This is an optimization exercise on Yosys and OpenROAD, whose aim is small area and few clock cycles, not a production implementation. In this exercise RTL edits were held to simulation tests only and were not proved equivalent to the original.

==> flow/design.v, too long to show whole: its modules and the start of the top module <==
// module gspg_front: 65 lines
// module gspg_amp: 103 lines
// module gspg_back: 80 lines
// module gspg_mul: 563 lines
// module gspg_inc: 65 lines
// module gspg_rom: 139 lines
// module gspg_fa: 10 lines
// module gspg_xnor2: 7 lines
// module gspg_or2: 7 lines
// module gspg_nor2: 7 lines
// module gspg_xor2: 7 lines
// module gspg_pp3n: 11 lines
// module gspg_pp2n: 9 lines
// module galvo_shape_point_generator: 76 lines
module galvo_shape_point_generator #(
    parameter int POINTS_PER_SHAPE = gspg_pkg::GSPG_POINTS_DEFAULT
) (
    input  logic        i_clk,
    input  logic        i_rst_n,
    input  logic        s_axis_tvalid,
    output logic        s_axis_tready,
    input  logic [7:0]  s_axis_tdata,   
    output logic        m_axis_tvalid,
    input  logic        m_axis_tready,
    output logic [47:0] m_axis_tdata,   
    input  logic        psel,
    input  logic        penable,
    input  logic        pwrite,
    input  logic [2:0]  paddr,
    input  logic [31:0] pwdata,
    output logic [31:0] prdata,
    output logic        pready
);
  // ...
==> flow/flow/run.sh <==
#!/bin/bash
# Layout: the standard flow (standard.sh), with the port buffers that global placement
# inserts made of the smallest buffer cell (sky130_fd_sc_hd__buf_1) instead of the default
# choice. The flow's output goes to standard.log; ORFS's own logs are under orfs/logs.
set -o pipefail
export BUFFER_PORTS_ARGS="-buffer_cell sky130_fd_sc_hd__buf_1"
bash standard.sh > standard.log 2>&1
==> flow/standard.sh <==
#!/bin/bash
# synth_recipe.tcl (not shown) runs the flow's synth.tcl, then flattens the netlist and writes it again
# the make line also repeats each setting of config.mk as NAME=value (left out here)
make -C /OpenROAD-flow-scripts/flow DESIGN_CONFIG=/design/flow/config.mk WORK_HOME=/design/flow/orfs CLKGATE_MAP_FILE= SYNTH_SCRIPT=/design/flow/synth_recipe.tcl "${@:-finish}"
==> flow/config.mk <==
export PLATFORM = sky130hd
export DESIGN_NAME = galvo_shape_point_generator
export DESIGN_NICKNAME = galvo_shape_point_generator
export VERILOG_FILES = /design/flow/design.v
export SDC_FILE = /design/flow/constraint.sdc
export NUM_CORES = 4
export LEC_CHECK = 0
export CAP_MARGIN = 20
export CORE_MARGIN = 2
export CORE_UTILIZATION = 40
export PLACE_DENSITY = 0.45
export SLEW_MARGIN = 20
export SYNTH_HIERARCHICAL = 1
==> flow/constraint.sdc <==
create_clock -name core_clock -period 11.5 [get_ports {i_clk}]
set_input_delay 2.3000 -clock core_clock [delete_from_list [all_inputs] [get_ports {i_clk}]]
set_output_delay 2.3000 -clock core_clock [all_outputs]
set_load 0.01 [all_outputs]
==> flow_summary.yaml, run 1 <==
hold_path:
  worstHoldEndpoint: "u_front.r_keys[0]$_SDFFE_PN1N_"
  whs_path_depth: 2
clock_tree:
  cts_tree: "done"
  cts_buffers: 9
synthesis:
  yosys-top-cells-area: "fa_1 16%, a222oi_1 9.1%, dfxtp_1 8.0%"
  ys_warn_count: 10
  synth_top_family_by_area: "compound AO/OA/AOI/OAI gates"
  synth_compound_area_share_pct: 30.5
  synthMuxAreaShare_pct: 4.37
  netlist_area_um2: 21700
die:
  die_w_um: 237
  initial_core_util_pct: 40.3
finish:
  nMultiInputCombCells: 2301
  seqCellArea_um2: 2420
  clkCellAreaFrac_pct: 1.30
  fin_cells: 3349
  seq_cell_count: 109
  top_regs: "u_amp.r_amp3 (17), u_amp.r_v (16)"
  regMostFlops: "u_amp.r_amp3"
run_status:
  outcome: "timing/DRC/antenna clean"
global_routing:
  grt_util_met3_pct: 5.15
  grt_pass1_vias: 21500
  grt_max_degree: 95
critical_path:
  crit_path_end: "m_axis_tdata[31]"
  crit_buf_inv: 4
  max_stage_delay_ns: 0.90
detailed_routing:
  avgRoutedWirePerCell_um: 25.6
  routed_wl_um: 85800
  ant_nets: 0
timing:
  maxSlewHeadroom_pct: 32.8
  tns_ns: 0
  setup_viol: 0
Testbench counts, summed over its fixed seeds: cycles 24,078.
==> module gspg_amp, before the edit <==
module gspg_amp (
    input  logic        i_clk,
    input  logic        i_rst_n,
    input  logic        i_wr,
    input  logic [6:0]  i_wdata,
    output logic [6:0]  o_pct,
    output logic [14:0] o_amp,
    output logic [16:0] o_amp3,
    output logic        o_full,
    output logic        o_busy,
    input  logic        i_accept,
    input  logic [1:0]  i_n_shape,
    input  logic [7:0]  i_n_idx,
    output logic [15:0] o_v
);
    logic [6:0]  r_pct;
    logic [14:0] r_amp;
    logic [16:0] r_amp3;
    logic        r_busy, r_phase;
    logic [5:0]  r_cnt;
    logic [15:0] r_v;
    logic [6:0]  p, q0;
    logic [7:0]  rem2;
    logic        ge;
    logic        sq, half;
    logic [14:0] ampp;
    logic [9:0]  step;
    logic [15:0] v_load, v_step;
    logic [16:0] amp3;
    logic [15:0] c3;
    logic [16:0] cv;
    always_comb begin
        p    = (i_wdata > 7'd100) ? 7'd100 : i_wdata;
        q0   = p - 7'd1;
        rem2 = {r_v[6:0], r_amp[14]};
        ge   = (rem2 >= 8'd100);
        sq   = !i_n_shape[1];
        half = i_n_shape[0] && !i_n_idx[6];
        ampp = half ? {1'b0, r_amp[14:1]} : r_amp;
        step = ampp[14:5];
        v_load = {1'b0, ampp};
    end
    always_ff @(posedge i_clk) begin
        if (!i_rst_n) begin
            r_pct  <= AMP_PCT_RESET;
            r_amp  <= 15'd32767;
            r_busy <= 1'b0;
        end else if (i_wr) begin
            r_pct   <= i_wdata;
            r_amp   <= (p == 7'd0) ? 15'd0 : {8'hff, ~q0};
            r_busy  <= 1'b1;
            r_phase <= 1'b0;
            r_cnt   <= 6'd0;
        end else if (r_busy && !r_phase) begin
            r_amp <= {r_amp[13:0], ge};
            r_cnt <= r_cnt + 6'd1;
            if (r_cnt == 6'd14) begin
                r_phase <= 1'b1;
                r_cnt   <= 6'd0;
                r_busy  <= sq;
            end
        end else if (r_busy) begin
            r_cnt <= r_cnt + 6'd1;
            if (!sq || r_cnt == i_n_idx[5:0]) begin
                r_busy <= 1'b0;
            end
        end
    end
    always_ff @(posedge i_clk) begin
        r_amp3 <= amp3;
        if (i_wr) begin
            r_v[6:0] <= (p == 7'd0) ? 7'd0 : q0;
        end else if (r_busy && !r_phase) begin
            r_v[6:0] <= ge ? 7'(rem2 - 8'd100) : rem2[6:0];
        end else if (r_busy) begin
            r_v <= (r_cnt == 6'd0) ? v_load : v_step;
        end else if (i_accept) begin
            r_v <= (i_n_idx[5:0] == 6'd0) ? v_load : v_step;
        end
    end
    assign amp3[0] = r_amp[0];
    assign c3[1]   = 1'b0;
    for (genvar i = 1; i < 15; i++) begin : g_amp3
        gspg_fa u_fa (.i_a(r_amp[i]), .i_b(r_amp[i-1]), .i_c(c3[i]), .o_s(amp3[i]), .o_c(c3[i+1]));
    end
    assign amp3[15] = r_amp[14] ^ c3[15];
    assign amp3[16] = r_amp[14] & c3[15];
    assign cv[0] = 1'b1;
    for (genvar i = 0; i < 16; i++) begin : g_vstep
        if (i < 10) begin : g_full
            gspg_fa u_fa (.i_a(r_v[i]), .i_b(~step[i]), .i_c(cv[i]), .o_s(v_step[i]), .o_c(cv[i+1]));
        end else begin : g_borrow
            assign v_step[i] = ~(r_v[i] ^ cv[i]);
            assign cv[i+1]   = r_v[i] | cv[i];
        end
    end
    assign o_pct  = r_pct;
    assign o_amp  = r_amp;
    assign o_amp3 = r_amp3;
    assign o_full = (r_pct >= 7'd100);
    assign o_busy = r_busy;
    assign o_v    = r_v;
endmodule
==> inputs of run 2 (changes only) <==
--- a/flow/design.v
+++ b/flow/design.v
@@ -90,5 +90,5 @@
     logic [6:0]  r_pct;
     logic [14:0] r_amp;
-    logic [16:0] r_amp3;
+    logic [16:1] r_amp3;
     logic        r_busy, r_phase;
     logic [5:0]  r_cnt;
@@ -142,5 +142,5 @@
     end
     always_ff @(posedge i_clk) begin
-        r_amp3 <= amp3;
+        r_amp3 <= amp3[16:1];
         if (i_wr) begin
             r_v[6:0] <= (p == 7'd0) ? 7'd0 : q0;
@@ -171,5 +171,5 @@
     assign o_pct  = r_pct;
     assign o_amp  = r_amp;
-    assign o_amp3 = r_amp3;
+    assign o_amp3 = {r_amp3, r_amp[0]};   
     assign o_full = (r_pct >= 7'd100);
     assign o_busy = r_busy;
@@ -323,5 +323,5 @@
     assign n2 = ~i_m[0] & i_m[1];
     assign n3 = i_m[0] & i_m[1];
-    gspg_pp2n u_n4 (.i_s1(n1), .i_a(i_amp[0]), .i_s2(n3), .i_b(i_amp3[0]), .o_p_n(n4));
+    assign n4 = ~(i_m[0] & i_amp[0]);
     gspg_pp3n u_n5 (.i_s1(n1), .i_a(i_amp[1]), .i_s2(n2), .i_b(i_amp[0]), .i_s3(n3), .i_c(i_amp3[1]), .o_p_n(n5));
     gspg_pp3n u_n6 (.i_s1(n1), .i_a(i_amp[2]), .i_s2(n2), .i_b(i_amp[1]), .i_s3(n3), .i_c(i_amp3[2]), .o_p_n(n6));
@@ -343,5 +343,5 @@
     assign n22 = ~i_m[2] & i_m[3];
     assign n23 = i_m[2] & i_m[3];
-    gspg_pp2n u_n24 (.i_s1(n21), .i_a(i_amp[0]), .i_s2(n23), .i_b(i_amp3[0]), .o_p_n(n24));
+    assign n24 = ~(i_m[2] & i_amp[0]);
     gspg_pp3n u_n25 (.i_s1(n21), .i_a(i_amp[1]), .i_s2(n22), .i_b(i_amp[0]), .i_s3(n23), .i_c(i_amp3[1]), .o_p_n(n25));
     gspg_pp3n u_n26 (.i_s1(n21), .i_a(i_amp[2]), .i_s2(n22), .i_b(i_amp[1]), .i_s3(n23), .i_c(i_amp3[2]), .o_p_n(n26));
@@ -363,5 +363,5 @@
     assign n42 = ~i_m[4] & i_m[5];
     assign n43 = i_m[4] & i_m[5];
-    gspg_pp2n u_n44 (.i_s1(n41), .i_a(i_amp[0]), .i_s2(n43), .i_b(i_amp3[0]), .o_p_n(n44));
+    assign n44 = ~(i_m[4] & i_amp[0]);
     gspg_pp3n u_n45 (.i_s1(n41), .i_a(i_amp[1]), .i_s2(n42), .i_b(i_amp[0]), .i_s3(n43), .i_c(i_amp3[1]), .o_p_n(n45));
     gspg_pp3n u_n46 (.i_s1(n41), .i_a(i_amp[2]), .i_s2(n42), .i_b(i_amp[1]), .i_s3(n43), .i_c(i_amp3[2]), .o_p_n(n46));
@@ -383,5 +383,5 @@
     assign n62 = ~i_m[6] & i_m[7];
     assign n63 = i_m[6] & i_m[7];
-    gspg_pp2n u_n64 (.i_s1(n61), .i_a(i_amp[0]), .i_s2(n63), .i_b(i_amp3[0]), .o_p_n(n64));
+    assign n64 = ~(i_m[6] & i_amp[0]);
     gspg_pp3n u_n65 (.i_s1(n61), .i_a(i_amp[1]), .i_s2(n62), .i_b(i_amp[0]), .i_s3(n63), .i_c(i_amp3[1]), .o_p_n(n65));
     gspg_pp3n u_n66 (.i_s1(n61), .i_a(i_amp[2]), .i_s2(n62), .i_b(i_amp[1]), .i_s3(n63), .i_c(i_amp3[2]), .o_p_n(n66));
@@ -403,5 +403,5 @@
     assign n82 = ~i_m[8] & i_m[9];
     assign n83 = i_m[8] & i_m[9];
-    gspg_pp2n u_n84 (.i_s1(n81), .i_a(i_amp[0]), .i_s2(n83), .i_b(i_amp3[0]), .o_p_n(n84));
+    assign n84 = ~(i_m[8] & i_amp[0]);
     gspg_pp3n u_n85 (.i_s1(n81), .i_a(i_amp[1]), .i_s2(n82), .i_b(i_amp[0]), .i_s3(n83), .i_c(i_amp3[1]), .o_p_n(n85));
     gspg_pp3n u_n86 (.i_s1(n81), .i_a(i_amp[2]), .i_s2(n82), .i_b(i_amp[1]), .i_s3(n83), .i_c(i_amp3[2]), .o_p_n(n86));
@@ -423,5 +423,5 @@
     assign n102 = ~i_m[10] & i_m[11];
     assign n103 = i_m[10] & i_m[11];
-    gspg_pp2n u_n104 (.i_s1(n101), .i_a(i_amp[0]), .i_s2(n103), .i_b(i_amp3[0]), .o_p_n(n104));
+    assign n104 = ~(i_m[10] & i_amp[0]);
     gspg_pp3n u_n105 (.i_s1(n101), .i_a(i_amp[1]), .i_s2(n102), .i_b(i_amp[0]), .i_s3(n103), .i_c(i_amp3[1]), .o_p_n(n105));
     gspg_pp3n u_n106 (.i_s1(n101), .i_a(i_amp[2]), .i_s2(n102), .i_b(i_amp[1]), .i_s3(n103), .i_c(i_amp3[2]), .o_p_n(n106));
@@ -443,5 +443,5 @@
     assign n122 = ~i_m[12] & i_m[13];
     assign n123 = i_m[12] & i_m[13];
-    gspg_pp2n u_n124 (.i_s1(n121), .i_a(i_amp[0]), .i_s2(n123), .i_b(i_amp3[0]), .o_p_n(n124));
+    assign n124 = ~(i_m[12] & i_amp[0]);
     gspg_pp3n u_n125 (.i_s1(n121), .i_a(i_amp[1]), .i_s2(n122), .i_b(i_amp[0]), .i_s3(n123), .i_c(i_amp3[1]), .o_p_n(n125));
     gspg_pp3n u_n126 (.i_s1(n121), .i_a(i_amp[2]), .i_s2(n122), .i_b(i_amp[1]), .i_s3(n123), .i_c(i_amp3[2]), .o_p_n(n126));
--- a/flow/config.mk
+++ b/flow/config.mk
@@ -6,8 +6,8 @@
 export NUM_CORES = 4
 export LEC_CHECK = 0
-export CAP_MARGIN = 20
+export CAP_MARGIN = 5
 export CORE_MARGIN = 2
 export CORE_UTILIZATION = 40
 export PLACE_DENSITY = 0.45
-export SLEW_MARGIN = 20
+export SLEW_MARGIN = 5
 export SYNTH_HIERARCHICAL = 1
==> run 2 against run 1 <==
  * Largest cell class unchanged
  * First-iteration DRC count up 0.45%
  * Via count decreased by 0.71%
  * Flip-flop and latch count fell by 1
  * Critical endpoint is now m_axis_tdata[15]
  * Register-to-register slack better by 0.02 ns
  * Non-clock buffer count increased by 45
  * Area after synthesis decreased by 0.92%
  * Design area increased by 0.55%
  * Clock skew up 0.0059 ns
==> flow_summary.yaml, run 2 <==
run_status:
  outcome: "timing/DRC/antenna clean"
global_routing:
  gr-usage-all-layers_pct: 29.6
  grt_overflow: 0
  antenna_found_initial: 0
  grt_pass1_wl_um: 129000
  grt_pass1_vias: 21000
  grt_max_degree: 95
clock_tree:
  clk_latency_ns: 0.41
  clock_sinks: 108
  cts_tree: "done"
  htreeDepth: 3
  hold_buffers: 0
  path_clk_slew_ns: 0.10
  cts-root-buf: "clkbuf_16"
  cts_setup_buffers: 0
  cts.path.max_buffers: 2
  cts_buffers: 9
placed_design:
  dpl.hpwl_um: 62900
  io_buffers: 68
  gp_congestion: 0.969
finish:
  fin_nets: 2965
  top_regs: "u_amp.r_amp3 (16), u_amp.r_v (16)"
  syn_to_final_growth_pct: 8.56
  antennaDiodeCount: 0
  fin_util_pct: 44.1
  seqCellArea_um2: 2400
  multi_input_area_um2: 18200
  final_common_cell: "nand2_1"
  fillers: 5429
  layout-drive-gt1-share_pct: 10.6
  mostFrequentLayoutCells: "240 x nand2_1, 215 x nor2_1, 196 x a222oi_1, 178 x fa_1, 156 x o21ai_0"
timing:
  maxSlewHeadroom_pct: 16.8
  finalHoldViolCount: 0
  finalClockSkew_ns: 0.0254
  tns_ns: 0
  period_needed_ns: 11.07
  setup_viol: 0
  holdWs_ns: 0.475
  fmax_mhz: 90.3
  slew_viol_final: 0
  finalCritPeriodShare_pct: 96.3
  tightestPinTransition_ns: 1.24
detailed_routing:
  firstDrtPassIters: 15
  ant_nets: 0
  avgViaCountPerCell: 6.64
  routed_wl_um: 84900
  vias: 22200
  drtIter0Drc: 3565
  route.detailed.drc: 0
  avgRoutedWirePerCell_um: 25.4
die:
  die_height_um: 236
  die_w_um: 236
  initial_core_util_pct: 40.7
  rows: 84
  ios: 133
  die_area_um2: 55500
  coreArea_um2: 52800
critical_path:
  critPathCaptureType: "primary output"
  cp_data_arrival_time_ns: 8.77
  max_stage_delay_ns: 1.11
  crit_slowest_cell: "dfxtp_1"
  criticalPathCategory: "flip-flop to primary output"
  crit_fanout: 24
  cp_data_required_time_ns: 9.20
  path_common_cell: "a21o_1"
  cp-start-kind: "flip-flop"
synthesis:
  ys_warn_count: 10
  syn_area_per_cell_um2: 8.33
  synthCells: 2574
  netlist_area_um2: 21500
run:
  drv_cap: 0
hold_path:
  hold_path.class: "flip-flop to flip-flop"
run 2: metal layers:
| layer | up-vias | routed length, um | GRT usage (%) |
|---|---|---|---|
| li1 | 9980 | - | - |
| met1 | 10900 | 37100 | 41.6 |
| met2 | 1195 | 38100 | 46.4 |
| met3 | 160 | 6640 | 3.82 |
| met4 | 0 | 3020 | 11.3 |
| met5 | - | 0 | 0 |
run 2: final timing paths:
check / from / to / slack [ns] / depth (start not counted)
setup / recovery: u_amp.r_amp[4]$_SDFFE_PN1N_ / m_axis_tdata[15] / 0.43 / 28
hold / removal: u_front.r_keys[0]$_SDFFE_PN1N_ / u_front.r_keys[0]$_SDFFE_PN1N_ / 0.48 / 2
setup reg to reg: u_amp.r_busy$_SDFFE_PN0P_ / u_amp.r_v[15]$_DFFE_PP_ / 3.65 / 26
hold reg to reg: u_front.r_keys[0]$_SDFFE_PN1N_ / u_front.r_keys[0]$_SDFFE_PN1N_ / 0.48 / 2
run 2: area by class of cell:
class / instances / share of cell area [%]
inverter: 56 / 0.908
multi-input combinational: 2271 / 78.2
sequential: 108 / 10.3
timing repair buffer: 207 / 5.63
tap: 688 / 3.70
clock buffer: 9 / 0.967
clock inverter: 7 / 0.349
run 2: per-stage QoR:
stage	area (um^2)	cells	setup WS, ns
floorplan	21600	2604	1.30
global placement	22900	3330	0.756
detailed placement	22900	3330	0.692
CTS	23200	3346	0.174
global route	23300	3346	-0.0226
finish	23300	3346	0.430
run 2: critical path, delay by kind of cell (launching register included):
kind / cells / cell delay (ns)
flip-flops: 1 / 1.11
buffers and inverters: 2 / 0.17
XOR/XNOR: 3 / 0.56
AND/OR/NAND/NOR: 4 / 1.21
adder cells (fa/ha/maj): 7 / 2.78
AO/OA/AOI/OAI: 12 / 2.53
run 2: what timing repair did:
item | CTS | global route
setup endpoints to repair | 0 | 22
endpoints found under the hold margin | 0 | 0
gates resized for setup | 0 | 13
Testbench counts of run 2, summed over its fixed seeds: cycles 24,078.
==> inputs of run 3 (changes only) <==
--- a/flow/config.mk
+++ b/flow/config.mk
@@ -6,8 +6,8 @@
 export NUM_CORES = 4
 export LEC_CHECK = 0
-export CAP_MARGIN = 5
+export CAP_MARGIN = 20
 export CORE_MARGIN = 2
 export CORE_UTILIZATION = 40
 export PLACE_DENSITY = 0.45
-export SLEW_MARGIN = 5
+export SLEW_MARGIN = 20
 export SYNTH_HIERARCHICAL = 1
==> run 3 against run 2 <==
  * Still clean
  * Non-clock buffer count unchanged
  * Setup slack improved by 0.090 ns
  * Design area about the same
  * Synthesized cell count unchanged
  * Die area unchanged
  * Global-route usage unchanged
  * Routed wire length about the same
  * Highest routed layer unchanged
==> flow_summary.yaml, run 3 <==
die:
  die_w_um: 236
  initial_core_util_pct: 40.7
  coreArea_um2: 52800
  die_area_um2: 55500
  rows: 84
  ios: 133
  die_height_um: 236
finish:
  top_regs: "u_amp.r_amp3 (16), u_amp.r_v (16)"
  mostFrequentLayoutCells: "240 x nand2_1, 215 x nor2_1, 196 x a222oi_1, 178 x fa_1, 156 x o21ai_0"
  syn_to_final_growth_pct: 8.58
  final_common_cell: "nand2_1"
  fin_nets: 2965
  fin_cells: 3346
  antennaDiodeCount: 0
  layout-drive-gt1-share_pct: 10.6
  fillers: 5429
hold_path:
  hold_path.class: "flip-flop to flip-flop"
  whs_path_depth: 2
  worstHoldStart: "u_front.r_keys[0]$_SDFFE_PN1N_"
  worstHoldEndpoint: "u_front.r_keys[0]$_SDFFE_PN1N_"
detailed_routing:
  avgViaCountPerCell: 6.65
  firstDrtPassIters: 15
  met1Wirelength_um: 37000
  wl_met3_um: 6770
  drtIter0Drc: 3555
  routed_wl_um: 84900
  avgRoutedWirePerCell_um: 25.4
  vias: 22200
  ant_nets: 0
  route.detailed.drc: 0
  top_layer_used: "met4"
  wl_met2_um: 38100
synthesis:
  netlist_area_um2: 21500
  synthCells: 2574
  ys_warn_count: 10
  syn_area_per_cell_um2: 8.33
global_routing:
  grt_overflow: 0
  grt_pass1_wl_um: 129000
  gr-usage-all-layers_pct: 29.6
  grt_pass1_vias: 21000
  antenna_found_initial: 0
  grt_max_degree: 95
critical_path:
  crit_fanout: 10
  crit_slowest_cell: "fa_1"
  r2r_setup_slack_ns: 3.66
  path_common_cell: "a21o_1"
  max_stage_delay_ns: 0.60
  ff2ff_path_depth: 26
  critPathCaptureType: "primary output"
  cp_data_required_time_ns: 9.20
  crit_buf_inv: 3
  r2r-end: "u_amp.r_v[15]$_DFFE_PP_"
  criticalPathCategory: "flip-flop to primary output"
  cp-start-kind: "flip-flop"
  critPathTopFamily: "adder cells"
  cp_data_arrival_time_ns: 8.68
  r2r_start: "u_amp.r_busy$_SDFFE_PN0P_"
run_status:
  outcome: "timing/DRC/antenna clean"
clock_tree:
  cts.repair.resized: 0
  htreeDepth: 3
  cts_buffers: 9
  cts.path.max_buffers: 2
  cts_tree: "done"
  cts_setup_buffers: 0
  cts-root-buf: "clkbuf_16"
  hold_buffers: 0
  clk_latency_ns: 0.41
  path_clk_slew_ns: 0.10
  clock_sinks: 108
placed_design:
  dpl.hpwl_um: 62900
  placedCellCount: 3330
  gp_congestion: 0.969
  io_buffers: 68
timing:
  fmax_mhz: 91.1
  finalCritPeriodShare_pct: 95.5
  slew_viol_final: 0
  period_needed_ns: 10.98
  tightestPinTransition_ns: 1.16
  maxSlewHeadroom_pct: 21.9
  finalHoldViolCount: 0
  finalClockSkew_ns: 0.0249
  setup_viol: 0
run:
  drv_cap: 0
[run 3: cell count changes in the layout (fill, tap and decap cells not counted)]
cell,change
nor2b_1,-1
dfxtp_1,-1
dfxtp_2,+1
nor2b_2,+1
[run 3: area by class of cell]
class | instances | area, um^2 | area share [%]
clock buffer | 9 | 225 | 0.967
sequential | 108 | 2400 | 10.3
clock inverter | 7 | 81.3 | 0.349
multi-input combinational | 2271 | 18200 | 78.2
tap | 688 | 861 | 3.70
timing repair buffer | 207 | 1310 | 5.63
inverter | 56 | 211 | 0.908
[run 3: worst max-delay path by stage]
stage                                       from                to  cells after the start
floorplan           u_amp.r_amp[14]$_SDFFE_PN1N_  m_axis_tdata[30]                     29
global placement         u_back.r_m_x[2]$_DFF_P_  m_axis_tdata[15]                     32
detailed placement       u_back.r_m_x[2]$_DFF_P_  m_axis_tdata[15]                     32
CTS                      u_back.r_m_x[2]$_DFF_P_  m_axis_tdata[15]                     32
global route             u_back.r_m_y[0]$_DFF_P_  m_axis_tdata[31]                     34
finish                   u_back.r_m_x[2]$_DFF_P_  m_axis_tdata[15]                     30
[run 3: layer usage]
metal / up-vias / track usage (%)
li1: 9976 / -
met1: 10900 / 41.6
met2: 1244 / 46.4
met3: 148 / 3.82
met4: 0 / 11.3
met5: - / 0
[run 3: worst reg2reg max path: cells and delay by family, from the launching register on]
kind                     cells  cell delay, ns
XOR/XNOR                     2            0.31
adder cells (fa/ha/maj)     15            4.79
buffers and inverters        3            0.58
flip-flops                   1            0.45
multiplexers                 1            0.19
AND/OR/NAND/NOR              5            1.29
[run 3: per-stage QoR]
step / utilization (%) / setup WS, ns / cell area, um^2 / setup TNS [ns] / hold WS, ns
5_1_grt: 44.1 / -0.0226 / 23300 / -0.0410 / 0.500
3_3_place_gp: 43.4 / 0.756 / 22900 / 0 / 0.446
6_report: 44.1 / 0.520 / 23300 / 0 / 0.475
4_1_cts: 44.0 / 0.174 / 23200 / 0 / 0.482
2_1_floorplan: - / 1.30 / 21600 / 0 / 0.433
3_5_place_dp: 43.4 / 0.692 / 22900 / 0 / 0.455
==> inputs of run 4 (changes only) <==
--- a/flow/config.mk
+++ b/flow/config.mk
@@ -9,5 +9,5 @@
 export CORE_MARGIN = 2
 export CORE_UTILIZATION = 40
-export PLACE_DENSITY = 0.45
+export PLACE_DENSITY = 0.65
 export SLEW_MARGIN = 20
 export SYNTH_HIERARCHICAL = 1
==> run 4 against run 3 <==
  * Area after synthesis is the same
  * Setup slack lost 0.033 ns
  * Non-clock buffer count shrank 24
  * Flip-flop and latch count is the same
  * Critical path type unchanged
==> flow_summary.yaml, run 4 <==
timing:
  slew_viol_final: 0
  fmax_mhz: 90.8
  finalCritPeriodShare_pct: 95.8
  finalHoldViolCount: 0
  tightestPinTransition_ns: 1.12
  tns_ns: 0
  maxSlewHeadroom_pct: 25.3
  setup_viol: 0
  rsz0062_at_grt: "false"
  period_needed_ns: 11.01
  fin_ws_ns: 0.487
  finalClockSkew_ns: 0.0235
placed_design:
  place_ws_ns: 0.597
  io_buffers: 68
  gp_congestion: 0.997
  dpl.hpwl_um: 58600
finish:
  top_regs: "u_amp.r_amp3 (16), u_amp.r_v (16)"
  fillers: 5243
  fin_nets: 2941
  layout-drive-gt1-share_pct: 9.87
  seqCellArea_um2: 2400
  mostFrequentLayoutCells: "240 x nand2_1, 215 x nor2_1, 196 x a222oi_1, 178 x fa_1, 155 x o21ai_0"
  fin_util_pct: 43.8
  final_common_cell: "nand2_1"
  syn_to_final_growth_pct: 7.69
  antennaDiodeCount: 0
  multi_input_area_um2: 18200
die:
  rows: 84
  die_area_um2: 55500
  coreArea_um2: 52800
  die_height_um: 236
  initial_core_util_pct: 40.7
  ios: 133
  die_w_um: 236
clock_tree:
  hold_buffers: 0
  clk_latency_ns: 0.39
  cts_setup_buffers: 0
  clock_sinks: 108
  cts-root-buf: "clkbuf_16"
  cts_tree: "done"
  cts_buffers: 9
  htreeDepth: 3
  cts.path.max_buffers: 2
  path_clk_slew_ns: 0.09
hold_path:
  worstHoldStart: "u_front.r_keys[1]$_SDFFE_PN1N_"
  hold_path.class: "flip-flop to flip-flop"
  whs_path_depth: 2
  worstHoldEndpoint: "u_front.r_keys[1]$_SDFFE_PN1N_"
detailed_routing:
  vias: 22700
  avgRoutedWirePerCell_um: 24.1
  route.detailed.drc: 0
  ant_nets: 0
  firstDrtPassIters: 17
  avgViaCountPerCell: 6.84
  routed_wl_um: 80200
  drtIter0Drc: 4262
critical_path:
  cp_data_arrival_time_ns: 8.71
  criticalPathCategory: "flip-flop to primary output"
  r2r-end: "u_amp.r_v[15]$_DFFE_PP_"
  cp_data_required_time_ns: 9.20
  crit_fanout: 10
  cp-start-kind: "flip-flop"
  r2r_start: "u_front.r_shape[1]$_SDFF_PN1_"
  crit_buf_inv: 2
  ff2ff_path_depth: 28
  critPathTopFamily: "adder cells"
  critPathCaptureType: "primary output"
  path_common_cell: "a21o_1"
  max_stage_delay_ns: 0.63
  crit_slowest_cell: "fa_1"
  r2r_setup_slack_ns: 3.50
global_routing:
  grt_overflow: 0
  grt_pass1_wl_um: 125000
  grt_pass1_vias: 21500
  grt_max_degree: 82
  gr-usage-all-layers_pct: 27.9
  antenna_found_initial: 0
synthesis:
  netlist_area_um2: 21500
  ys_warn_count: 10
  synthCells: 2574
  syn_area_per_cell_um2: 8.33
run:
  drv_cap: 0
run_status:
  outcome: "timing/DRC/antenna clean"
-- run 4: final cells by class --
| class | instances | area share (%) |
|---|---|---|
| clock buffer | 9 | 0.975 |
| clock inverter | 7 | 0.298 |
| inverter | 56 | 0.915 |
| multi-input combinational | 2271 | 78.7 |
| sequential | 108 | 10.4 |
| tap | 688 | 3.73 |
| timing repair buffer | 183 | 4.95 |
-- run 4: worst max path at each step --
stage / start / endpoint / depth (start not counted)
after floorplan: u_amp.r_amp[14]$_SDFFE_PN1N_ / m_axis_tdata[30] / 29
after global placement: u_back.r_m_y[4]$_DFF_P_ / m_axis_tdata[30] / 30
after detailed placement: u_back.r_m_y[2]$_DFF_P_ / m_axis_tdata[29] / 31
after CTS: u_back.r_m_y[2]$_DFF_P_ / m_axis_tdata[29] / 31
after global routing: u_back.r_m_x[7]$_DFF_P_ / m_axis_tdata[13] / 32
final: u_back.r_m_y[2]$_DFF_P_ / m_axis_tdata[29] / 30
-- run 4: timing repair --
action / CTS / global route
endpoints found under the hold margin: 0 / 0
gates resized for setup: 0 / 13
setup endpoints to repair: 0 / 23
-- run 4: routing by layer --
layer	vias to the layer above	share of wire [%]	routed length, um	GRT usage, %
met2	1604	45	36000	43.7
met3	226	11	9050	5.91
met1	11000	40	32100	37.6
met5	-	0	0	0
li1	9932	-	-	-
met4	0	3.7	3010	10.6
-- run 4: metrics by stage --
stage          hold slack, ns  std cells  cell area [um^2]
2_1_floorplan           0.433       2604             21600
3_3_place_gp            0.446       3306             22800
3_5_place_dp            0.467       3306             22800
4_1_cts                 0.492       3322             23000
5_1_grt                 0.518       3322             23100
6_report                0.496       3322             23100
-- run 4: worst register-to-register path, delay by kind of cell, from the launching register on --
kind                       cells  cell delay, ns
DFF                            1            0.32
muxes                          1            0.19
adders and majority gates     15            4.78
buffers and inverters          4            1.10
xor gates and xnor gates       1            0.12
AOI/OAI and AO/OA              2            0.46
and+or+nand+nor                5            0.80
==> inputs of run 5 (changes only) <==
--- a/flow/config.mk
+++ b/flow/config.mk
@@ -9,5 +9,5 @@
 export CORE_MARGIN = 2
 export CORE_UTILIZATION = 40
-export PLACE_DENSITY = 0.65
+export PLACE_DENSITY = 0.8
 export SLEW_MARGIN = 20
 export SYNTH_HIERARCHICAL = 1
==> run 5 against run 4 <==
  * First-iteration DRC count grew 20%
  * Die area unchanged
  * Largest cell class unchanged
  * Synthesized cell count is the same
  * Fmax increased by 1.2%
  * Critical path type unchanged
  * Cell count fell by 0.39%
==> flow_summary.yaml, run 5 <==
die:
  coreArea_um2: 52800
  die_w_um: 236
  initial_core_util_pct: 40.7
  die_height_um: 236
  rows: 84
  die_area_um2: 55500
  ios: 133
hold_path:
  hold_path.class: "flip-flop to flip-flop"
  whs_path_depth: 2
finish:
  fillers: 5212
  multi_input_area_um2: 18200
  seqCellArea_um2: 2400
  mostFrequentLayoutCells: "240 x nand2_1, 215 x nor2_1, 196 x a222oi_1, 178 x fa_1, 156 x o21ai_0"
  fin_nets: 2924
  top_regs: "u_amp.r_amp3 (16), u_amp.r_v (16)"
  syn_to_final_growth_pct: 7.03
  final_common_cell: "nand2_1"
  layout-drive-gt1-share_pct: 9.36
  fin_cells: 3309
critical_path:
  ff2ff_path_depth: 26
  crit_slowest_cell: "nor2b_1"
  critPathCaptureType: "primary output"
  r2r_setup_slack_ns: 3.56
  crit_start: "u_back.r_m_y[6]$_DFF_P_"
  crit_path_end: "m_axis_tdata[31]"
  r2r-end: "u_amp.r_v[15]$_DFFE_PP_"
  cp_data_arrival_time_ns: 8.58
  cp-start-kind: "flip-flop"
  max_stage_delay_ns: 0.70
  criticalPathCategory: "flip-flop to primary output"
  r2r_start: "u_amp.r_busy$_SDFFE_PN0P_"
  cp_data_required_time_ns: 9.20
  crit_fanout: 8
synthesis:
  ys_warn_count: 10
  syn_area_per_cell_um2: 8.33
  synthCells: 2574
  netlist_area_um2: 21500
clock_tree:
  cts_tree: "done"
  cts.path.max_buffers: 2
  htreeDepth: 3
  cts_buffers: 9
  hold_buffers: 0
  cts-root-buf: "clkbuf_16"
  path_clk_slew_ns: 0.08
  clock_sinks: 108
  clk_latency_ns: 0.38
detailed_routing:
  avgViaCountPerCell: 6.85
  ant_nets: 0
  avgRoutedWirePerCell_um: 22.3
  routed_wl_um: 73900
  vias: 22700
  route.detailed.drc: 0
  firstDrtPassIters: 15
  drtIter0Drc: 5123
timing:
  finalCritPeriodShare_pct: 94.6
  holdWs_ns: 0.471
  setup_viol: 0
  finalClockSkew_ns: 0.00769
  fin_ws_ns: 0.618
  tightestPinTransition_ns: 1.06
  slew_viol_final: 0
  maxSlewHeadroom_pct: 29.2
  period_needed_ns: 10.88
  finalHoldViolCount: 0
  fmax_mhz: 91.9
global_routing:
  grt_pass1_wl_um: 116000
  grt_overflow: 0
  grt_pass1_vias: 21000
  antenna_found_initial: 4
  grt_max_degree: 82
  gr-usage-all-layers_pct: 25.5
placed_design:
  io_buffers: 68
  gp_congestion: 1.06
  placedCellCount: 3289
  dpl.hpwl_um: 53000
  place_ws_ns: 0.448
run_status:
  outcome: "timing/DRC/antenna clean"
run:
  drv_cap: 0
-- run 5: timing repair --
| action | 4_1_cts | 5_1_grt |
|---|---|---|
| gates resized for setup | 0 | 18 |
| buffers inserted | 0 | 0 |
| endpoints found under the setup margin | 0 | 27 |
| endpoints found under the hold margin | 0 | 0 |
-- run 5: critical path: cells and delay by family (launching register included) --
| kind | cells | cell delay (ns) |
|---|---|---|
| AND/OR/NAND/NOR | 9 | 2.46 |
| AO/OA/AOI/OAI | 13 | 2.67 |
| buffers and inverters | 2 | 0.17 |
| adder cells (fa/ha/maj) | 4 | 1.76 |
| XOR/XNOR | 3 | 0.70 |
| flip-flops | 1 | 0.42 |
-- run 5: layout make-up --
class	count	share of cell area (%)
diodes	4	0.0436
flip-flops and latches	108	10.5
clock inverters	7	0.338
inverters	56	0.921
clock buffers	9	0.981
repair buffers	166	4.32
multi-input cells	2271	79.2
well taps	688	3.75
-- run 5: per-stage QoR --
stage               setup TNS [ns]  util, %  cell area (um^2)
global route             -0.000277     43.5             23000
global placement                 0     42.8             22600
floorplan                        0        -             21600
finish                           0     43.5             23000
detailed placement               0     42.8             22600
CTS                              0     43.4             22900
-- run 5: how the worst min path moves through the flow --
stage / start / to / slack [ns]
final: u_front.r_keys[0]$_SDFFE_PN1N_ / u_front.r_keys[0]$_SDFFE_PN1N_ / 0.47
after global routing: u_front.r_keys[0]$_SDFFE_PN1N_ / u_front.r_keys[0]$_SDFFE_PN1N_ / 0.51
after CTS: u_front.r_keys[0]$_SDFFE_PN1N_ / u_front.r_keys[0]$_SDFFE_PN1N_ / 0.47
after detailed placement: u_front.r_keys[0]$_SDFFE_PN1N_ / u_front.r_keys[0]$_SDFFE_PN1N_ / 0.45
after global placement: u_front.r_keys[0]$_SDFFE_PN1N_ / u_front.r_keys[0]$_SDFFE_PN1N_ / 0.44
after floorplan: u_front.r_keys[0]$_SDFFE_PN1N_ / u_front.r_keys[0]$_SDFFE_PN1N_ / 0.43
-- run 5: metal layers --
layer	vias to the layer above	part of all wire, %	global-route usage (%)
li1	9911	-	-
met1	10500	39	34.6
met2	1942	41	37.6
met3	342	15	7.52
met4	0	4.8	10.4
met5	-	0	0
==> inputs of run 6 (changes only) <==
--- a/flow/config.mk
+++ b/flow/config.mk
@@ -8,5 +8,5 @@
 export CAP_MARGIN = 20
 export CORE_MARGIN = 2
-export CORE_UTILIZATION = 40
+export CORE_UTILIZATION = 55
 export PLACE_DENSITY = 0.8
 export SLEW_MARGIN = 20
==> run 6 against run 5 <==
  * Still clean on timing, DRC and antenna
  * Setup slack lost 0.16 ns
  * Flip-flop and latch count is the same
  * Synthesized cell count is the same
  * Global-route usage grew 12 points
  * Largest cell class unchanged
==> flow_summary.yaml, run 6 <==
synthesis:
  ys_warn_count: 10
  syn_area_per_cell_um2: 8.33
  synthCells: 2574
  netlist_area_um2: 21500
detailed_routing:
  ant_nets: 0
  firstDrtPassIters: 23
  routed_wl_um: 78200
  vias: 23200
  route.detailed.drc: 0
  avgViaCountPerCell: 7.38
  drtIter0Drc: 4737
  avgRoutedWirePerCell_um: 24.9
finish:
  syn_to_final_growth_pct: 6.61
  final_common_cell: "nand2_1"
  layout-drive-gt1-share_pct: 9.79
  antennaDiodeCount: 0
  fin_util_pct: 59.3
  mostFrequentLayoutCells: "240 x nand2_1, 215 x nor2_1, 196 x a222oi_1, 178 x fa_1, 156 x o21ai_0"
  fin_nets: 2932
  design_area_um2: 22900
  top_regs: "u_amp.r_amp3 (16), u_amp.r_v (16)"
  fillers: 3489
placed_design:
  dpl_cell_area_um2: 22500
  gp_congestion: 1.03
  io_buffers: 68
  dpl.hpwl_um: 56400
critical_path:
  crit_fanout: 14
  cp-start-kind: "flip-flop"
  path_common_cell: "fa_1"
  critPathCaptureType: "primary output"
  r2r_setup_slack_ns: 3.18
  crit_slowest_cell: "dfxtp_1"
  max_stage_delay_ns: 0.77
  cp_data_arrival_time_ns: 8.74
  criticalPathCategory: "flip-flop to primary output"
  cp_data_required_time_ns: 9.20
clock_tree:
  htreeDepth: 3
  path_clk_slew_ns: 0.10
  cts-root-buf: "clkbuf_16"
  clk_latency_ns: 0.40
  cts_buffers: 9
  cts.path.max_buffers: 2
  cts_tree: "done"
  cts_setup_buffers: 0
  clock_sinks: 108
die:
  initial_core_util_pct: 55.6
  coreArea_um2: 38600
  die_w_um: 201
  rows: 72
  ios: 133
  die_height_um: 201
  die_area_um2: 40600
global_routing:
  antenna_found_initial: 0
  grt_max_degree: 83
  grt_pass1_wl_um: 122000
  grt_pass1_vias: 22200
  gr-usage-all-layers_pct: 37.2
  grt_overflow: 0
timing:
  holdWs_ns: 0.471
  finalHoldViolCount: 0
  slew_viol_final: 0
  finalClockSkew_ns: 0.0252
  period_needed_ns: 11.04
  tns_ns: 0
  tightestPinTransition_ns: 1.16
  fmax_mhz: 90.6
  rsz0062_at_grt: "false"
  maxSlewHeadroom_pct: 22.6
  finalCritPeriodShare_pct: 96.0
  setup_viol: 0
run:
  drv_cap: 0
hold_path:
  hold_path.class: "flip-flop to flip-flop"
run_status:
  outcome: "timing/DRC/antenna clean"
-- run 6: metal layers --
metal / part of all wire, % / global-route usage, % / vias to the layer above
met1: 37 / 47.6 / 10900
met2: 43 / 57.6 / 1873
met5: 0.013 / 0 / -
met3: 13 / 8.73 / 464
li1: - / - / 9933
met4: 6.9 / 21.8 / 2
-- run 6: timing repair --
item                       4_1_cts  5_1_grt
hold buffers                     0        0
resized for setup                1       20
pin swaps                        0        1
setup endpoints to repair        3       24
-- run 6: final timing paths --
check	startpoint	endpoint	cells after the start
max	u_amp.r_amp[9]$_SDFFE_PN1N_	m_axis_tdata[13]	30
min	u_front.r_keys[0]$_SDFFE_PN1N_	u_front.r_keys[0]$_SDFFE_PN1N_	2
max reg2reg	u_front.r_shape[0]$_SDFF_PN0_	u_amp.r_v[15]$_DFFE_PP_	26
min reg2reg	u_front.r_keys[0]$_SDFFE_PN1N_	u_front.r_keys[0]$_SDFFE_PN1N_	2
-- run 6: layout make-up --
class	count	area (um^2)	area share [%]
Clock buffer	11	275	1.20
Clock inverter	5	53.8	0.235
Inverter	56	211	0.925
Multi-Input combinational cell	2271	18200	79.7
Sequential cell	108	2400	10.5
Tap cell	518	648	2.83
Timing Repair Buffer	174	1060	4.65
-- run 6: critical path, delay by kind of cell, from the launching register on --
| family | cells | cell delay, ns |
|---|---|---|
| simple gates | 6 | 1.37 |
| xor+xnor | 4 | 0.82 |
| buf+inv | 2 | 0.53 |
| fa+ha+maj | 5 | 2.27 |
| compound gates | 12 | 2.31 |
| flops | 1 | 0.77 |
| mux | 1 | 0.24 |
-- run 6: per-stage QoR --
stage | instances | worst slack [ns]
2_1_floorplan | 2604 | 1.30
3_3_place_gp | 3127 | 0.514
3_5_place_dp | 3127 | 0.290
4_1_cts | 3143 | 0.0209
5_1_grt | 3143 | 0.00743
6_report | 3143 | 0.459
==> inputs of run 7 (changes only) <==
--- a/flow/config.mk
+++ b/flow/config.mk
@@ -9,5 +9,5 @@
 export CORE_MARGIN = 2
 export CORE_UTILIZATION = 55
-export PLACE_DENSITY = 0.8
+export PLACE_DENSITY = 0.65
 export SLEW_MARGIN = 20
 export SYNTH_HIERARCHICAL = 1
==> run 7 against run 6 <==
  * Critical path type unchanged
  * Synthesized cell count unchanged
  * Via count down 2.2%
  * Largest cell class unchanged
  * Count of clock-buffer cells in the layout stayed put
==> flow_summary.yaml, run 7 <==
die:
  initial_core_util_pct: 55.6
  die_area_um2: 40600
  die_height_um: 201
  die_w_um: 201
  rows: 72
  coreArea_um2: 38600
  ios: 133
clock_tree:
  cts_tree: "done"
  htreeDepth: 3
  cts-root-buf: "clkbuf_16"
  cts.path.max_buffers: 2
  cts_buffers: 9
  clk_latency_ns: 0.37
  path_clk_slew_ns: 0.08
  clock_sinks: 108
finish:
  final_common_cell: "nand2_1"
  design_area_um2: 22800
  syn_to_final_growth_pct: 6.30
  fin_nets: 2931
  fin_util_pct: 59.1
  layout-drive-gt1-share_pct: 9.49
  top_regs: "u_amp.r_amp3 (16), u_amp.r_v (16)"
  mostFrequentLayoutCells: "240 x nand2_1, 215 x nor2_1, 196 x a222oi_1, 178 x fa_1, 155 x o21ai_0"
global_routing:
  grt_max_degree: 95
  grt_overflow: 0
  grt_pass1_wl_um: 121000
  grt_pass1_vias: 21600
  antenna_found_initial: 2
  gr-usage-all-layers_pct: 37.1
placed_design:
  io_buffers: 68
  dpl_cell_area_um2: 22500
  dpl.hpwl_um: 56500
  gp_congestion: 0.982
detailed_routing:
  vias: 22700
  firstDrtPassIters: 22
  ant_nets: 0
  route.detailed.drc: 0
  drtIter0Drc: 4354
  avgRoutedWirePerCell_um: 24.9
  avgViaCountPerCell: 7.22
  routed_wl_um: 78200
synthesis:
  synthCells: 2574
  ys_warn_count: 10
  syn_area_per_cell_um2: 8.33
  netlist_area_um2: 21500
critical_path:
  criticalPathCategory: "flip-flop to primary output"
  cp_data_arrival_time_ns: 8.80
  path_common_cell: "fa_1"
  max_stage_delay_ns: 0.54
  cp-start-kind: "flip-flop"
  critPathCaptureType: "primary output"
  cp_data_required_time_ns: 9.20
  crit_slowest_cell: "fa_1"
  crit_fanout: 10
run_status:
  outcome: "timing/DRC/antenna clean"
timing:
  maxSlewHeadroom_pct: 30.2
  fmax_mhz: 90.1
  tightestPinTransition_ns: 1.05
  finalHoldViolCount: 0
  slew_viol_final: 0
  setup_viol: 0
  finalClockSkew_ns: 0.0109
  period_needed_ns: 11.10
  finalCritPeriodShare_pct: 96.5
hold_path:
  hold_path.class: "flip-flop to flip-flop"
run:
  drv_cap: 0
==> run 7: what timing repair did <==
action	4_1_cts	5_1_grt
setup buffers	0	0
endpoints found under the hold margin	0	0
setup endpoints to repair	0	22
hold buffers	0	0
gates resized for setup	0	15
==> run 7: stage by stage <==
step	hold WS (ns)	setup WS [ns]	cells	setup TNS, ns
2_1_floorplan	0.433	1.30	2604	0
3_3_place_gp	0.448	0.676	3126	0
3_5_place_dp	0.461	0.446	3126	0
4_1_cts	0.483	0.0169	3142	0
5_1_grt	0.516	-0.00890	3142	-0.0182
6_report	0.480	0.402	3143	0
==> run 7: cell type report <==
cell class | instances | area (um^2)
clock buffers | 11 | 243
well taps | 518 | 648
flip-flops and latches | 108 | 2400
inverters | 56 | 211
repair buffers | 173 | 1060
clock inverters | 5 | 43.8
fillers | 3597 | 15800
multi-input cells | 2271 | 18200
diodes | 1 | 2.50
==> run 7: worst max-delay path: cells and delay by family, from the launching register on <==
kind            cells  cell delay [ns]
mux                 1             0.21
fa+ha+maj           5             2.24
xor+xnor            4             0.79
flops               1             0.35
compound gates     13             2.95
simple gates        6             1.68
buf+inv             1             0.17
==> run 7: final timing paths <==
kind	start	end	slack [ns]	cells past startpoint
min reg2reg	u_front.r_keys[0]$_SDFFE_PN1N_	u_front.r_keys[0]$_SDFFE_PN1N_	0.48	2
min	u_front.r_keys[0]$_SDFFE_PN1N_	u_front.r_keys[0]$_SDFFE_PN1N_	0.48	2
max	u_back.r_m_x[5]$_DFF_P_	m_axis_tdata[13]	0.40	30
max reg2reg	u_front.r_keys[1]$_SDFFE_PN1N_	u_amp.r_v[15]$_DFFE_PP_	3.61	26
==> run 7: routing by layer <==
metal / GRT usage, % / vias to the layer above / part of all wire [%] / wire, um
li1: - / 9913 / - / -
met1: 49.1 / 10900 / 40 / 30900
met2: 57.6 / 1632 / 45 / 34900
met3: 8.26 / 259 / 11 / 8810
met4: 17.6 / 2 / 4.6 / 3570
met5: 0 / - / 0.017 / 13
==> inputs of run 8 (changes only) <==
==> flow/flow/run.sh (replaced) <==
#!/bin/bash
set -o pipefail
export BUFFER_PORTS_ARGS="-buffer_cell sky130_fd_sc_hd__buf_1"
export PRE_GLOBAL_PLACE_TCL="$PWD/flow/pre_gpl.tcl"
bash standard.sh > standard.log 2>&1
==> flow/flow/pre_gpl.tcl (new file) <==
# Buffers that timing-driven global placement inserts: the smaller sizes only.
set_dont_use [get_lib_cells {sky130_fd_sc_hd__buf_4 sky130_fd_sc_hd__buf_6 sky130_fd_sc_hd__buf_8 sky130_fd_sc_hd__buf_12 sky130_fd_sc_hd__buf_16}]
--- a/flow/config.mk
+++ b/flow/config.mk
@@ -8,6 +8,6 @@
 export CAP_MARGIN = 20
 export CORE_MARGIN = 2
-export CORE_UTILIZATION = 55
-export PLACE_DENSITY = 0.65
+export CORE_UTILIZATION = 40
+export PLACE_DENSITY = 0.45
 export SLEW_MARGIN = 20
 export SYNTH_HIERARCHICAL = 1
==> run 8 against run 7 <==
  * Still clean on timing, DRC and antenna
  * Flip-flop and latch count unchanged
  * Non-clock buffer count up 20
  * First-iteration DRC count down 20%
  * Via count down 2.0%
  * Critical path type unchanged
  * Critical endpoint is now m_axis_tdata[15]
==> flow_summary.yaml, run 8 <==
finish:
  mostFrequentLayoutCells: "240 x nand2_1, 215 x nor2_1, 196 x a222oi_1, 178 x fa_1, 155 x o21ai_0"
  layout-drive-gt1-share_pct: 7.45
  fin_nets: 2951
  top_regs: "u_amp.r_amp3 (16), u_amp.r_v (16)"
  final_common_cell: "nand2_1"
  antennaDiodeCount: 0
  syn_to_final_growth_pct: 9.55
  design_area_um2: 23500
detailed_routing:
  avgViaCountPerCell: 6.67
  ant_nets: 0
  avgRoutedWirePerCell_um: 25.5
  top_layer_used: "met4"
  route.detailed.drc: 0
  drtIter0Drc: 3490
  wl_met3_um: 7020
  vias: 22200
  firstDrtPassIters: 12
  routed_wl_um: 84900
  met1Wirelength_um: 37000
  wl_met2_um: 38200
timing:
  period_needed_ns: 11.06
  maxSlewHeadroom_pct: 23.5
  fmax_mhz: 90.4
  finalHoldViolCount: 0
  slew_viol_final: 0
  finalCritPeriodShare_pct: 96.2
  setup_viol: 0
  holdWs_ns: 0.471
  tightestPinTransition_ns: 1.15
  finalClockSkew_ns: 0.0248
  rsz0062_at_grt: "false"
  tns_ns: 0
critical_path:
  r2r_start: "u_front.r_shape[1]$_SDFF_PN1_"
  max_stage_delay_ns: 0.62
  cp_data_arrival_time_ns: 8.76
  crit_start: "u_back.r_m_x[2]$_DFF_P_"
  worstSetupPathDepth: 30
  criticalPathCategory: "flip-flop to primary output"
  cp-start-kind: "flip-flop"
  r2r-end: "u_amp.r_v[15]$_DFFE_PP_"
  critPathCaptureType: "primary output"
  crit_path_end: "m_axis_tdata[15]"
  cp_data_required_time_ns: 9.20
  crit_buf_inv: 3
  ff2ff_path_depth: 25
  critPathTopFamily: "adder cells"
  r2r_setup_slack_ns: 3.72
  crit_slowest_cell: "fa_1"
  crit_fanout: 10
  path_common_cell: "a21o_1"
global_routing:
  antenna_found_initial: 0
  grt_max_degree: 96
  grt_pass1_vias: 20900
  gr-usage-all-layers_pct: 29.6
  grt_overflow: 0
  grt_pass1_wl_um: 129000
clock_tree:
  hold_buffers: 0
  htreeDepth: 3
  cts-root-buf: "clkbuf_16"
  clk_latency_ns: 0.40
  cts_buffers: 9
  cts.path.max_buffers: 2
  path_clk_slew_ns: 0.09
  clock_sinks: 108
  cts_setup_buffers: 0
  cts_tree: "done"
placed_design:
  dpl.hpwl_um: 63500
  gp_congestion: 0.953
  io_buffers: 68
  dpl_cell_area_um2: 23100
synthesis:
  netlist_area_um2: 21500
  syn_area_per_cell_um2: 8.33
  synthCells: 2574
  ys_warn_count: 10
run_status:
  outcome: "timing/DRC/antenna clean"
die:
  initial_core_util_pct: 40.7
  ios: 133
  die_area_um2: 55500
  rows: 84
  coreArea_um2: 52800
  die_height_um: 236
  die_w_um: 236
hold_path:
  hold_path.class: "flip-flop to flip-flop"
run:
  drv_cap: 0
[run 8: layout make-up]
type | count | area (um^2)
tap | 688 | 861
multi-input combinational | 2271 | 18200
sequential | 108 | 2400
clock buffer | 9 | 225
inverter | 56 | 211
clock inverter | 7 | 78.8
fill | 5315 | 29300
timing repair buffer | 193 | 1480
[run 8: worst min-delay path by stage]
stage	startpoint	endpoint	cells after the start
after global routing	u_front.r_keys[0]$_SDFFE_PN1N_	u_front.r_keys[0]$_SDFFE_PN1N_	2
final	u_front.r_keys[0]$_SDFFE_PN1N_	u_front.r_keys[0]$_SDFFE_PN1N_	2
after CTS	u_front.r_keys[0]$_SDFFE_PN1N_	u_front.r_keys[0]$_SDFFE_PN1N_	2
after floorplan	u_front.r_keys[0]$_SDFFE_PN1N_	u_front.r_keys[0]$_SDFFE_PN1N_	2
after detailed placement	u_front.r_keys[0]$_SDFFE_PN1N_	u_front.r_keys[0]$_SDFFE_PN1N_	2
after global placement	u_front.r_keys[0]$_SDFFE_PN1N_	u_front.r_keys[0]$_SDFFE_PN1N_	2
[run 8: repair_timing]
| action | 4_1_cts | 5_1_grt |
|---|---|---|
| setup endpoints to repair | 0 | 31 |
| endpoints found under the hold margin | 0 | 0 |
| resized for setup | 0 | 34 |
[run 8: through the flow]
step / instances / utilization [%] / setup slack (ns)
floorplan: 2604 / - / 1.30
global placement: 3316 / 43.8 / 0.639
detailed placement: 3316 / 43.8 / 0.564
CTS: 3332 / 44.4 / 0.0761
global route: 3332 / 44.5 / 0.0129
finish: 3332 / 44.5 / 0.435
[run 8: routing by layer]
metal,up-vias,track usage (%)
met2,1200,46.5
met1,10900,41.3
met4,0,10.3
li1,9979,-
met3,154,4.17
met5,-,0
[run 8: tightest hold or removal path: stages (launching register included)]
cell     delay [ns]
dfxtp_1        0.33
nand2_1        0.05
nand3_1        0.06

re-timing with driven ports:
In the flow no input, the clock included, has a driving cell. The finished layouts below were timed again as built, in two steps.
Step 1 assumes that a clkbuf_16 drives the clock port and a buf_2 every other input.
Step 2, shift: input delay + t, output delay - t, t = (earliest + latest rising clock arrival at the registers) / 2. This alone moves slack from input paths to output paths.
a / b / c = ideal ports / drivers / drivers and shift; a / b = the first two.
run | t, ns | slack for setup (ns) | pins driven straight from the clock port
run 1 | 0.449 | 0.499 / 0.436 / 0.884 | 1
run 2 | 0.455 | 0.430 / 0.372 / 0.826 | 1
run 3 | 0.454 | 0.520 / 0.463 / 0.916 | 1
run 4 | 0.426 | 0.487 / 0.438 / 0.864 | 1
run 5 | 0.438 | 0.618 / 0.559 / 0.996 | 1
run 6 | 0.435 | 0.459 / 0.406 / 0.842 | 1
run 7 | 0.418 | 0.402 / 0.353 / 0.771 | 1
run 8 | 0.448 | 0.435 / 0.380 / 0.828 | 1
After both steps setup and hold are still met in every run listed.
